From an optimization exercise on the open Yosys and OpenROAD flow, aimed at small area, a short achievable clock period and few clock cycles; shortcuts taken in it are not production practice.
In this exercise RTL edits were held to simulation tests only and were not proved equivalent to the original.
Power is estimated from default activity; no workload was simulated.

==> inputs of run a <==
Design matrix_reg_unit, start of the top module:
module matrix_reg_unit
(
  input  logic                    clk,
  input  logic                    rstnn,
  input  logic                    i_cmd_valid,
  input  logic [2:0]              i_cmd_op,
  input  logic [1:0]              i_cmd_row,
  input  logic [1:0]              i_cmd_col,
  input  logic [15:0]             i_cmd_data,
  output logic                    o_cmd_credit,
  input  logic                    i_row_credit,
  output logic                    o_row_valid,
  output logic [1:0]              o_row_index,
  output logic [63:0]             o_row_data
);
Settings: LEC_CHECK=0, CAP_MARGIN=20, CORE_MARGIN=2, CORE_UTILIZATION=30, CTS_BUF_LIST=sky130_fd_sc_hd__clkbuf_16, CTS_CLUSTER_DIAMETER=100, CTS_CLUSTER_SIZE=30, SETUP_SLACK_MARGIN=2.0, SLEW_MARGIN=20; clock period 4.0 ns.
run.sh (not shown) runs the stock make flow with config.mk's settings and CLKGATE_MAP_FILE= SYNTH_SCRIPT=/design/flow/synth_recipe.tcl, a recipe that flattens the netlist after the stock synthesis.
==> run b: changes against run a <==
--- a/flow/design.v
+++ b/flow/design.v
@@ -249,64 +249,62 @@
     if (!rstnn)
     begin
       m_t         <= 1'b0;
       m_a         <= '0;
       m_b         <= '0;
       rd_active   <= 1'b0;
+      rd_last     <= 1'b0;
+      r_t         <= 1'b0;
+      same_t      <= 1'b1;
       r_left      <= '0;
+      r_cur       <= '0;
       rc_cnt      <= '0;
       has_credit  <= 1'b0;
       has_credit2 <= 1'b0;
+      blk         <= '0;
+      busy        <= 1'b0;
+      sel         <= '0;
       s0          <= '0;
     end
     else
     begin
       if (exec)
       begin
         m_t         <= u_t;
         m_a         <= u_a;
         m_b         <= u_b;
         s0          <= s0_u;
         rd_active   <= act_x;
+        rd_last     <= last_x;
+        same_t      <= st_x;
         r_left      <= left_x;
+        r_cur       <= cur_x;
         rc_cnt      <= rc_x;
         has_credit  <= hc_x;
         has_credit2 <= hc2_x;
+        blk         <= blk_x;
+        busy        <= busy_x;
+        sel         <= sel_x;
+        if (h_read)
+          r_t <= m_t;
       end
       else
       begin
         rd_active   <= act_c;
+        rd_last     <= last_c;
         r_left      <= left_c;
+        r_cur       <= cur_c;
         rc_cnt      <= rc_n;
         has_credit  <= hc_n;
         has_credit2 <= hc2_n;
+        blk         <= blk_n;
+        busy        <= busy_n;
+        sel         <= sel_n;
       end
     end
   end
-  always_ff @(posedge clk)
-  begin
-    if (exec)
-    begin
-      rd_last <= last_x;
-      same_t  <= st_x;
-      r_cur   <= cur_x;
-      blk     <= blk_x;
-      busy    <= busy_x;
-      sel     <= sel_x;
-      if (h_read)
-        r_t <= m_t;
-    end
-    else
-    begin
-      rd_last <= last_c;
-      r_cur   <= cur_c;
-      blk     <= blk_n;
-      busy    <= busy_n;
-      sel     <= sel_n;
-    end
-  end
   always_ff @(posedge clk or negedge rstnn)
   begin
     if (!rstnn)
       h_valid <= 1'b0;
     else if (exec || !h_valid)
       h_valid <= q_ne;
CORE_UTILIZATION = 45   (was 30)
==> impl_summary.txt <==
----------------------------------------------------
[Synthesis]
  Leading post-synthesis cells by cell area ... edfxtp_1 (50%), dfrtp_1 (8.7%), dfxtp_1 (8.4%)
  Mapped cell area ... between 0.02 and 0.025 mm²
  XOR/XNOR share of the synthesized area ... 0.0223
  Mux contribution to synthesized area ... 0.103

[Status]
  Status ... no timing/DRC/antenna violations

[Layout]
  Filler Cells Inserted ... 3,865
  Signed area change from the synthesized netlist to the final layout ... 17.1%
  Number of combinational gates with multiple inputs ... 776
  Number of nets at the end of the flow ... around 1,600
  Final std cells w/o fill ... approximately 2,200

[Global routing]
  Pin count of the biggest net entering global routing ... 79

[Routing]
  Overall via count from detail_route ... about 13,000

[Pwr]
  Net switching power ... 0.00726 W

[Floorplan]
  Die width ... 223 µm

[Placement]
  Cells after DPL ... between 2,000 and 2,500

[STA]
  Post-Route Hold Slack ... ~260 ps

----------------------------------------------------
The numbers above come from run b.

==> impl_summary.txt <==
----------------------------------------------------
[STA]
  Post-Route Hold Slack ... around 340 ps
  Max Fclk ... ~0.46 GHz
  Final worst slack ... between 1500 and 2000 ps

[Placement]
  Post-place instance area ... between 0.02 and 0.025 mm²
  Cells after DPL ... ~2,400

[Global routing]
  Pin count of the biggest net entering global routing ... 65
  Wire length of the first global-routing pass ... between 70 and 80 mm

[Routing]
  Overall via count from detail_route ... between 10,000 and 15,000

[Layout]
  Filler Cells Inserted ... around 6,700
  Signed area change from the synthesized netlist to the final layout ... 17.8%
  Final std cells w/o fill ... approximately 2,500

[Floorplan]
  Die width ... 271 µm
  Core area ... around 0.07 mm²

[Status]
  Status ... no timing/DRC/antenna violations

[Synthesis]
  Mapped cell area ... approximately 0.021 mm²
  Leading post-synthesis cells by cell area ... edfxtp_1 (51%), dfxtp_1 (11%), dfrtp_1 (6.1%)

[Pwr]
  Net switching power ... 0.00699 W

[Setup path]
  Worst setup path endpoint ... o_row_data[32]$_DFF_P_

----------------------------------------------------
The numbers above come from run a.

Testbench counts of run a, summed over its fixed seeds: cycles 4,600.
Testbench counts of run b, summed over its fixed seeds: cycles 4,600.

---

==> 05-25: inputs <==
Another version of the RTL of matrix_reg_unit (not shown whole).
==> flow/design.v (excerpt) <==
module matrix_reg_unit
(
  input  logic                    clk,
  input  logic                    rstnn,
  input  logic                    i_cmd_valid,
  input  logic [2:0]              i_cmd_op,
  input  logic [1:0]              i_cmd_row,
  input  logic [1:0]              i_cmd_col,
  input  logic [15:0]             i_cmd_data,
  output logic                    o_cmd_credit,
  input  logic                    i_row_credit,
  output logic                    o_row_valid,
  output logic [1:0]              o_row_index,
  output logic [63:0]             o_row_data
);
==> flow/config.mk <==
export PLATFORM = sky130hd
export DESIGN_NAME = matrix_reg_unit
export DESIGN_NICKNAME = matrix_reg_unit
export VERILOG_FILES = /design/flow/design.v
export SDC_FILE = /design/flow/constraint.sdc
export NUM_CORES = 4
export LEC_CHECK = 0
export CAP_MARGIN = 20
export CORE_MARGIN = 2
export CORE_UTILIZATION = 30
export CTS_BUF_LIST = sky130_fd_sc_hd__clkbuf_16
export CTS_CLUSTER_DIAMETER = 80
export CTS_CLUSTER_SIZE = 24
export SETUP_SLACK_MARGIN = 2.0
export SLEW_MARGIN = 20
==> flow/constraint.sdc <==
create_clock -name core_clock -period 4.0 [get_ports {clk}]
set_input_delay 0.8000 -clock core_clock [delete_from_list [all_inputs] [get_ports {clk}]]
set_output_delay 0.8000 -clock core_clock [all_outputs]
set_load 0.01 [all_outputs]
==> 11-13 (differences from 05-25) <==
--- a/flow/design.v
+++ b/flow/design.v
@@ -34,16 +34,12 @@
   function automatic logic [3:0] rotl(input logic [3:0] v);
     rotl = {v[2:0], v[3]};
   endfunction
   function automatic logic [3:0] rotr(input logic [3:0] v);
     rotr = {v[0], v[3:1]};
   endfunction
-  function automatic logic [19:0] sel_oh(input logic [9:0] v);
-    for (int j = 0; j < 5; j++)
-      sel_oh[j*4 +: 4] = 4'b0001 << v[j*2 +: 2];
-  endfunction
   function automatic logic [1:0] oh2bin(input logic [3:0] v);
     oh2bin = {v[3] | v[2], v[3] | v[1]};
   endfunction
   function automatic logic [3:0] blocked(input logic active, input logic credit,
                                          input logic credit2, input logic [3:0] left,
                                          input logic [3:0] cur);
@@ -82,13 +78,13 @@
   logic [3:0]  r_cur;       
   logic [2:0]  rc_cnt;      
   logic        has_credit;
   logic        has_credit2;  
   logic [3:0]  blk;         
   logic        busy;        
-  logic [21:0] sel;
+  logic [11:0] sel;
   logic [9:0]  s0;
   logic        wb_we;
   logic        wb_r0;       
   logic [3:0]  wb_bank;     
   logic [3:0]  wb_ent;      
   logic [15:0] wb_data;
@@ -152,12 +148,16 @@
   begin
     for (int i = 0; i < 3; i++)
       if (i_cmd_valid && q_wr[i])
         q_mem[i] <= {i_cmd_op, i_cmd_row, i_cmd_col, i_cmd_data};
   end
   logic h_load;
+  logic [1:0] q_cnt_inc;
+  logic [1:0] q_cnt_dec;
+  assign q_cnt_inc = q_cnt + {1'b0, i_cmd_valid};
+  assign q_cnt_dec = q_cnt + {1'b0, i_cmd_valid} - 2'd1;
   assign h_load = exec ? q_ne : (q_ne && !h_valid);
   always_ff @(posedge clk or negedge rstnn)
   begin
     if (!rstnn)
     begin
       q_wr         <= 3'b001;
@@ -168,26 +168,26 @@
     else
     begin
       if (i_cmd_valid)
         q_wr <= {q_wr[1:0], q_wr[2]};
       if (h_load)
         q_rd <= {q_rd[1:0], q_rd[2]};
-      q_cnt        <= q_cnt + {1'b0, i_cmd_valid} - {1'b0, h_load};
+      q_cnt        <= (exec ? q_ne : (q_ne && !h_valid)) ? q_cnt_dec : q_cnt_inc;
       o_cmd_credit <= exec;
     end
   end
   logic [3:0] left_c;       
   logic [3:0] cur_c;
   logic       act_c;
   logic       last_c;
   logic       sh_dn;
   logic       sh_up;
   assign left_c = cap_cont ? (r_left & ~r_cur) : r_left;
   assign cur_c  = cap_cont ? rotl(r_cur) : r_cur;
   assign act_c  = cap_cont ? !rd_last : rd_active;
-  assign last_c = cap_cont ? (sel[21:20] == 2'd2) : rd_last;
+  assign last_c = cap_cont ? (sel[11:10] == 2'd2) : rd_last;
   assign sh_dn  = same_t ? h_up : h_lf;
   assign sh_up  = same_t ? h_dn : h_rt;
   logic       act_x, last_x, st_x;
   logic [3:0] left_x, cur_x;
   always_comb
   begin
@@ -210,107 +210,116 @@
   end
   logic [2:0] rc_sum;
   logic [2:0] rc_x, rc_n;
   logic       hc_x, hc_n, hc2_x, hc2_n;
   logic       cap_x;
   logic       s_gt0, s_gt1, s_gt2;
+  logic       hc_x0, hc_n0, hc2_x0, hc2_n0, hc_x1, hc_n1, hc2_x1, hc2_n1;
   assign cap_x  = cap_cont || (h_read && cap_new_ok);
   assign rc_sum = rc_cnt + {2'b0, i_row_credit};
   assign rc_n   = rc_sum - {2'b0, cap_cont};
   assign rc_x   = rc_sum - {2'b0, cap_x};
   assign s_gt0  = has_credit || i_row_credit;
   assign s_gt1  = has_credit2 || (has_credit && i_row_credit);
   assign s_gt2  = (rc_cnt > 3'd2) || (has_credit2 && i_row_credit);
   assign hc_n   = cap_cont ? s_gt1 : s_gt0;
   assign hc2_n  = cap_cont ? s_gt2 : s_gt1;
   assign hc_x   = cap_x ? s_gt1 : s_gt0;
   assign hc2_x  = cap_x ? s_gt2 : s_gt1;
+  assign hc_n0  = cap_cont ? has_credit2 : has_credit;
+  assign hc2_n0 = cap_cont ? (rc_cnt > 3'd2) : has_credit2;
+  assign hc_x0  = cap_x ? has_credit2 : has_credit;
+  assign hc2_x0 = cap_x ? (rc_cnt > 3'd2) : has_credit2;
+  assign hc_n1  = cap_cont ? has_credit : 1'b1;
+  assign hc2_n1 = cap_cont ? has_credit2 : has_credit;
+  assign hc_x1  = cap_x ? has_credit : 1'b1;
+  assign hc2_x1 = cap_x ? has_credit2 : has_credit;
   logic [3:0] blk_x, blk_n;
   logic       busy_x, busy_n;
-  assign blk_x  = blocked(act_x, hc_x, hc2_x, left_x, cur_x);
-  assign blk_n  = blocked(act_c, hc_n, hc2_n, left_c, cur_c);
-  assign busy_x = act_x && !(hc_x && last_x);
-  assign busy_n = act_c && !(hc_n && last_c);
-  logic [21:0] sel_inc;
-  logic [21:0] sel_go;      
-  logic [21:0] sel_x;
-  logic [21:0] sel_n;
+  assign blk_x  = i_row_credit ? blocked(act_x, hc_x1, hc2_x1, left_x, cur_x)
+                                : blocked(act_x, hc_x0, hc2_x0, left_x, cur_x);
+  assign blk_n  = i_row_credit ? blocked(act_c, hc_n1, hc2_n1, left_c, cur_c)
+                                : blocked(act_c, hc_n0, hc2_n0, left_c, cur_c);
+  assign busy_x = i_row_credit ? (act_x && !(hc_x1 && last_x)) : (act_x && !(hc_x0 && last_x));
+  assign busy_n = i_row_credit ? (act_c && !(hc_n1 && last_c)) : (act_c && !(hc_n0 && last_c));
+  logic [11:0] sel_inc;
+  logic [11:0] sel_go;      
+  logic [11:0] sel_x;
+  logic [11:0] sel_n;
   logic        going;       
   always_comb
   begin
     for (int j = 0; j < 4; j++)
-      sel_inc[j*4 +: 4] = r_t ? rotr(sel[j*4 +: 4]) : rotl(sel[j*4 +: 4]);
-    sel_inc[19:16] = rotl(sel[19:16]);
-    sel_inc[21:20] = sel[21:20] + 2'd1;
+      sel_inc[j*2 +: 2] = r_t ? sel[j*2 +: 2] - 2'd1 : sel[j*2 +: 2] + 2'd1;
+    sel_inc[9:8]   = sel[9:8] + 2'd1;
+    sel_inc[11:10] = sel[11:10] + 2'd1;
   end
   assign going  = act_c;
   assign sel_go = cap_cont ? sel_inc : sel;
-  assign sel_x  = h_read ? (cap_new_ok ? {2'd1, sel_oh(s1)} : {2'd0, sel_oh(s0)})
+  assign sel_x  = h_read ? (cap_new_ok ? {2'd1, s1} : {2'd0, s0})
                 : going  ? sel_go
-                :          {2'd0, sel_oh(s0_u)};
-  assign sel_n  = going  ? sel_go : {2'd0, sel_oh(s0)};
+                :          {2'd0, s0_u};
+  assign sel_n  = going  ? sel_go : {2'd0, s0};
   always_ff @(posedge clk or negedge rstnn)
   begin
     if (!rstnn)
     begin
       m_t         <= 1'b0;
       m_a         <= '0;
       m_b         <= '0;
       rd_active   <= 1'b0;
+      rd_last     <= 1'b0;
+      r_t         <= 1'b0;
+      same_t      <= 1'b1;
       r_left      <= '0;
+      r_cur       <= '0;
       rc_cnt      <= '0;
       has_credit  <= 1'b0;
       has_credit2 <= 1'b0;
+      blk         <= '0;
+      busy        <= 1'b0;
+      sel         <= '0;
       s0          <= '0;
     end
     else
     begin
       if (exec)
       begin
         m_t         <= u_t;
         m_a         <= u_a;
         m_b         <= u_b;
         s0          <= s0_u;
         rd_active   <= act_x;
+        rd_last     <= last_x;
+        same_t      <= st_x;
         r_left      <= left_x;
+        r_cur       <= cur_x;
         rc_cnt      <= rc_x;
         has_credit  <= hc_x;
         has_credit2 <= hc2_x;
+        blk         <= blk_x;
+        busy        <= busy_x;
+        sel         <= sel_x;
+        if (h_read)
+          r_t <= m_t;
       end
       else
       begin
         rd_active   <= act_c;
+        rd_last     <= last_c;
         r_left      <= left_c;
+        r_cur       <= cur_c;
         rc_cnt      <= rc_n;
         has_credit  <= hc_n;
         has_credit2 <= hc2_n;
+        blk         <= blk_n;
+        busy        <= busy_n;
+        sel         <= sel_n;
       end
     end
   end
-  always_ff @(posedge clk)
-  begin
-    if (exec)
-    begin
-      rd_last <= last_x;
-      same_t  <= st_x;
-      r_cur   <= cur_x;
-      blk     <= blk_x;
-      busy    <= busy_x;
-      sel     <= sel_x;
-      if (h_read)
-        r_t <= m_t;
-    end
-    else
-    begin
-      rd_last <= last_c;
-      r_cur   <= cur_c;
-      blk     <= blk_n;
-      busy    <= busy_n;
-      sel     <= sel_n;
-    end
-  end
   always_ff @(posedge clk or negedge rstnn)
   begin
     if (!rstnn)
       h_valid <= 1'b0;
     else if (exec || !h_valid)
       h_valid <= q_ne;
@@ -384,38 +393,27 @@
     end
   end
   logic [15:0] bank_out [0:3];
   always_comb
   begin
     for (int j = 0; j < 4; j++)
-    begin
-      logic [3:0] hit;
-      hit = sel[j*4 +: 4] & valid[j];
-      bank_out[j] = {15'b0, fill && !(|hit)};
-      for (int i = 0; i < 4; i++)
-        bank_out[j] = bank_out[j] | ({16{hit[i]}} & mem[j][i]);
-    end
+      bank_out[j] = valid[j][sel[j*2 +: 2]] ? mem[j][sel[j*2 +: 2]] : {15'b0, fill};
   end
   logic [63:0] row_nxt;
   always_comb
   begin
     for (int c = 0; c < 4; c++)
-    begin
-      row_nxt[c*16 +: 16] = '0;
-      for (int j = 0; j < 4; j++)
-        row_nxt[c*16 +: 16] = row_nxt[c*16 +: 16]
-                            | ({16{sel[16 + ((j - c + 4) % 4)]}} & bank_out[j]);
-    end
+      row_nxt[c*16 +: 16] = bank_out[2'(c) + sel[9:8]];
   end
   always_ff @(posedge clk or negedge rstnn)
   begin
     if (!rstnn)
       o_row_valid <= 1'b0;
     else
       o_row_valid <= cap;
   end
   always_ff @(posedge clk)
   begin
-    o_row_index <= sel[21:20];
+    o_row_index <= sel[11:10];
     o_row_data  <= row_nxt;
   end
 endmodule
CTS_CLUSTER_DIAMETER = 100   (was 80)
CTS_CLUSTER_SIZE = 30   (was 24)
==> impl_results.md <==
* Maximum clock frequency at about 500 MHz
* Post-route met1 wirelength at 25200 µm
* Non-clock buffer share at under 10%
* Sequential cells at ~540
* Outcome: no timing/DRC/antenna violations
* Finished Core Util at 35.2%
* Cell family with most CP delay: simple AND/OR/NAND/NOR gates
* Post-synthesis cell area at ~0.022 mm²
* Maximum fanout count along the critical path at 4
-- figures above: 05-25

==> impl_results.md <==
* Non-clock buffer share at between 8 and 9%
* Maximum clock frequency at 465 MHz
* Outcome: no timing/DRC/antenna violations
* Post-synthesis cell area at 0.0218 mm²
* Finished Core Util at between 30% and 40%
-- figures above: 11-13

Testbench counts of 05-25, summed over its fixed seeds: cycles 4,600.
Testbench counts of 11-13, summed over its fixed seeds: cycles 4,600.

## separate check: timing with driven ports
In the flow no input, the clock included, has a driving cell. The finished layouts below were timed again as built, in two steps.
Step 1, drivers: a clkbuf_16 drives clk and a buf_2 each remaining input, both assumed.
Step 2 moves the port delays by t, midway between the first and last clock arrival at a register: inputs arrive t later, outputs are due t later. That takes back most of the time a late clock gives input paths.
a / b / c = ideal / step 1 / step 2; a / b = the first two.
run | t, ns | setup WS [ns] | hold WS [ns] | latest minus earliest clock arrival (ns) | worst data-port slew with drivers (ns)
run a | 0.619 | 1.838 / 1.838 / 1.636 | 0.339 / 0.324 / 0.339 | 0.035 / 0.034 | 0.06
run b | 0.627 | 1.809 / 1.809 / 1.372 | 0.262 / 0.237 / 0.345 | 0.039 / 0.039 | 0.04
05-25 | 0.664 | 1.969 / 1.969 / 1.503 | 0.064 / 0.024 / 0.344 | 0.026 / 0.026 | 0.07
11-13 | 0.637 | 1.851 / 1.851 / 1.761 | 0.280 / 0.249 / 0.361 | 0.024 / 0.023 | 0.06
After both steps setup and hold are still met in every run listed. For 05-25, which loses most, drivers alone change the setup slack by 0.000 ns; drivers and shift together by -0.466 ns.
